From an optimization exercise on the open Yosys and OpenROAD flow, aimed at small area, a short achievable clock period and few clock cycles; shortcuts taken in it are not production practice.
The RTL was checked by simulation tests, not by an equivalence proof against the original design.
Power is estimated from default activity; no workload was simulated.

== before ==
// gem_img_line_decoder
module gem_img_line_decoder (
  input  logic        clk,
  input  logic        rst_n,
  input  logic        in_valid,
  output logic        in_ready,
  input  logic [7:0]  in_data_byte,
  input  logic        in_image_start,
  output logic        out_valid,
  input  logic        out_ready,
  output logic [1:0]  out_run_kind,
  output logic [7:0]  out_fill_byte,
  output logic [63:0] out_pattern_word,
  output logic [15:0] out_byte_count,
  output logic        out_end_of_line,
  output logic [7:0]  out_line_repeats,
  output logic        out_image_done,
  input  logic        cfg_valid,
  output logic        cfg_ready,
  input  logic [1:0]  cfg_index,
  input  logic [15:0] cfg_data
);
clock: 10.5 ns
lec_check: 0
abc_area: 1
cap_margin: 20
core_margin: 2
core_utilization: 55
place_density: 0.65
setup_slack_margin: 5
slew_margin: 20
standard.sh (not shown) runs the stock make flow with config.mk's settings and CLKGATE_MAP_FILE= SYNTH_SCRIPT=/design/flow/synth_recipe.tcl, a recipe that flattens the netlist after the stock synthesis.
==> flow/flow/run.sh <==
#!/bin/bash
set -euo pipefail
bash standard.sh SETUP_SLACK_MARGIN=7.3 \
  "BUFFER_PORTS_ARGS=-buffer_cell sky130_fd_sc_hd__buf_1" \
  "CTS_ARGS=-sink_clustering_enable -repair_clock_nets -dont_use_dummy_load -sink_clustering_size 24 -sink_clustering_max_diameter 80 -buf_list sky130_fd_sc_hd__clkbuf_16" \
  finish > standard.log 2>&1
In summary, before completed successfully, with a layout that passed the timing, design-rule and antenna checks.
Testbench counts of before, summed over its fixed seeds: cycles 18,194.
Relative to before, the following input files were edited for after:
Settings: CORE_UTILIZATION changed from 55 to 60; TNS_END_PERCENT newly set to 5; PLACE_DENSITY changed from 0.65 to 0.75.
--- outcome ---
- In the flow results for before and after, the post-cts sizing count is smaller on after.
- Taking before as the reference, in after transition at the pin with the smallest max-transition slack picked up an extra 0.050 ns; setup slack -0.015 ns.

gem_img_line_decoder again, from the RTL that the note above started with.
==> flow/design.v (excerpt) <==
module gem_img_line_decoder (
  input  logic        clk,
  input  logic        rst_n,
  input  logic        in_valid,
  output logic        in_ready,
  input  logic [7:0]  in_data_byte,
  input  logic        in_image_start,
  output logic        out_valid,
  input  logic        out_ready,
  output logic [1:0]  out_run_kind,
  output logic [7:0]  out_fill_byte,
  output logic [63:0] out_pattern_word,
  output logic [15:0] out_byte_count,
  output logic        out_end_of_line,
  output logic [7:0]  out_line_repeats,
  output logic        out_image_done,
  input  logic        cfg_valid,
  output logic        cfg_ready,
  input  logic [1:0]  cfg_index,
  input  logic [15:0] cfg_data
);
  logic [3:0]  plen_r;
  logic [15:0] lb_r;
  logic [15:0] lt_r;
  logic        a_vld, b_vld, ir_r;
  logic [7:0]  a_d, b_d;
  logic        b_s;
  logic [3:0]  ph_r;
  logic [15:0] bl_r;       
  logic [15:0] ll_r;       
  logic        act_r;      
  logic [7:0]  rep_r;      
  logic [10:0] tc_r;       
  logic [2:0]  idx_r;      
  logic        out_vld_r;
  logic [1:0]  kind_r;
  logic [7:0]  fill_r;
  logic [63:0] store_r;
  logic [10:0] cnt_r;      
  ...
export LEC_CHECK = 0
export ABC_AREA = 1
export CAP_MARGIN = 20
export CORE_MARGIN = 2
export CORE_UTILIZATION = 60
export PLACE_DENSITY = 0.75
export SETUP_SLACK_MARGIN = 5
export SLEW_MARGIN = 20
create_clock -name core_clock -period 10.5 [get_ports {clk}]
Scripts as last shown in full above: flow/flow/run.sh
The first run produced a clean layout.
Testbench counts at the start, summed over its fixed seeds: cycles 18,194.
Change:
==> flow/flow/run.sh (replaced) <==
#!/bin/bash
set -euo pipefail
bash standard.sh SETUP_SLACK_MARGIN=7.3 \
  "BUFFER_PORTS_ARGS=-buffer_cell sky130_fd_sc_hd__buf_1" \
  "CTS_ARGS=-sink_clustering_enable -repair_clock_nets -dont_use_dummy_load" \
  finish > standard.log 2>&1
After rerunning:
- The changed run finished with timing, DRC and antenna clean
- routed wire length goes up by 2.0%
- combinational power is lower by about 2%
- sequential cell count stays the same
- fmax is about the same
- sequential power hardly moves
- total power is higher by 12%
- worst hold slack is worse by 0.0057 ns
- utilization came out higher by 0.74 points
- global-route usage rose by 0.38 points
Change:
==> flow/flow/run.sh (replaced) <==
#!/bin/bash
set -euo pipefail
bash standard.sh SETUP_SLACK_MARGIN=7.35 \
  "BUFFER_PORTS_ARGS=-buffer_cell sky130_fd_sc_hd__buf_1" \
  "CTS_ARGS=-sink_clustering_enable -repair_clock_nets -dont_use_dummy_load -sink_clustering_size 24 -sink_clustering_max_diameter 80 -buf_list sky130_fd_sc_hd__clkbuf_16" \
  finish > standard.log 2>&1
Effect:
- critical path depth stays the same
- fmax goes up by 0.84%
- design area shrinks by 0.73%
- utilization went down by 0.54 points
- worst hold slack stays flat
- die area does not change
- cell count came out higher by about 0.32%
- combinational power came out higher by about 4%
- clock power is lower by 26%
Change:
==> flow/flow/run.sh (replaced) <==
#!/bin/bash
set -euo pipefail
bash standard.sh SETUP_SLACK_MARGIN=7.4 \
  "BUFFER_PORTS_ARGS=-buffer_cell sky130_fd_sc_hd__buf_1" \
  "CTS_ARGS=-sink_clustering_enable -repair_clock_nets -dont_use_dummy_load" \
  finish > standard.log 2>&1
- CTS_BUF_LIST: unset -> sky130_fd_sc_hd__clkbuf_8
What happened: Worst setup slack degrades by 0.019 ns. Utilization grows by 3.2 points. Count of clock-buffer cells in the layout grows by 9. First-iteration DRC count shrinks by a few percent.
Change:
==> flow/flow/run.sh (replaced) <==
#!/bin/bash
set -euo pipefail
bash standard.sh SETUP_SLACK_MARGIN=7.3 \
  "BUFFER_PORTS_ARGS=-buffer_cell sky130_fd_sc_hd__buf_1" \
  "CTS_ARGS=-sink_clustering_enable -repair_clock_nets -dont_use_dummy_load" \
  finish > standard.log 2>&1
- CORE_UTILIZATION: 60 -> 70
- CTS_BUF_LIST: sky130_fd_sc_hd__clkbuf_8 -> unset
- PLACE_DENSITY: 0.75 -> 0.85
=> Clock-buffer cell count is unchanged; maximum frequency goes down by a few percent; power barely changes; wire length goes up by roughly a tenth; worst hold slack improves by 0.0053 ns; design area goes down by a few percent; register-to-register slack degrades by 0.18 ns; cell count goes down by a few percent; die area goes down by roughly a tenth.
Change:
==> flow/flow/run.sh (replaced) <==
#!/bin/bash
set -euo pipefail
bash standard.sh SETUP_SLACK_MARGIN=7.3 \
  "BUFFER_PORTS_ARGS=-buffer_cell sky130_fd_sc_hd__buf_1" \
  "CTS_ARGS=-sink_clustering_enable -repair_clock_nets -dont_use_dummy_load -sink_clustering_size 24 -sink_clustering_max_diameter 80 -buf_list sky130_fd_sc_hd__clkbuf_16" \
  finish > standard.log 2>&1
- CORE_UTILIZATION: 70 -> 60
- GPL_TIMING_DRIVEN: unset -> 1
- PLACE_DENSITY: 0.85 -> 0.75
Synthesized area does not change.
Design area went down slightly.
Global-route usage went down by 8.7 points.
Core utilization went down by 13 points.
Power went down by roughly a tenth.
Cell count went up slightly.
First-iteration DRC count went down by well over a third.
Setup slack improves by 0.056 ns.
Via count went down by roughly a tenth.
Sequential cell count is unchanged.
Register-to-register slack improves by 0.14 ns.

[re-timing with driven ports]
No port has a modelled driver above. Below, the same layouts with a new extraction and two added sets of constraints. Step 1 (the two cells are an assumption about what drives the block):
set clk [get_ports {clk}]
set_driving_cell -lib_cell sky130_fd_sc_hd__clkbuf_16 $clk
set_driving_cell -lib_cell sky130_fd_sc_hd__buf_2 [delete_from_list [all_inputs] $clk]
Step 2 adds t to the input delays and takes it off the output delays; t is the mean of the earliest and latest rising clock arrival at the registers after step 1. Input paths then give back, and output paths get back, about the clock's delay inside the block. Three values: ideal ports, drivers, drivers and shift; two values: the first two.
run | shift t [ns] | setup WS [ns] | worst setup path at the end | clock arrival spread, ns | cell pins on the clock port's net
before | 0.510 | 7.308 / 7.309 / 6.823 | input to register | 0.058 / 0.059 | 1
after | 0.500 | 7.292 / 7.315 / 6.814 | input to register | 0.051 / 0.051 | 1
the first run of note 2 | 0.496 | 7.331 / 7.288 / 6.840 | input to register | 0.022 / 0.021 | 1
the second run of note 2 | 0.531 | 7.337 / 7.293 / 6.833 | input to register | 0.020 / 0.020 | 1
the third run of note 2 | 0.504 | 7.364 / 7.320 / 6.898 | input to register | 0.043 / 0.043 | 1
the fourth run of note 2 | 0.540 | 7.345 / 7.301 / 6.923 | input to register | 0.035 / 0.035 | 1
the fifth run of note 2 | 0.540 | 7.275 / 7.229 / 6.786 | input to register | 0.037 / 0.036 | 1
the sixth run of note 2 | 0.496 | 7.331 / 7.288 / 6.840 | input to register | 0.022 / 0.021 | 1
After both steps setup and hold are still met in every run listed. The setup slack of the second run of note 2, which loses most, moves by -0.044 ns with the drivers and by -0.504 ns with both steps.
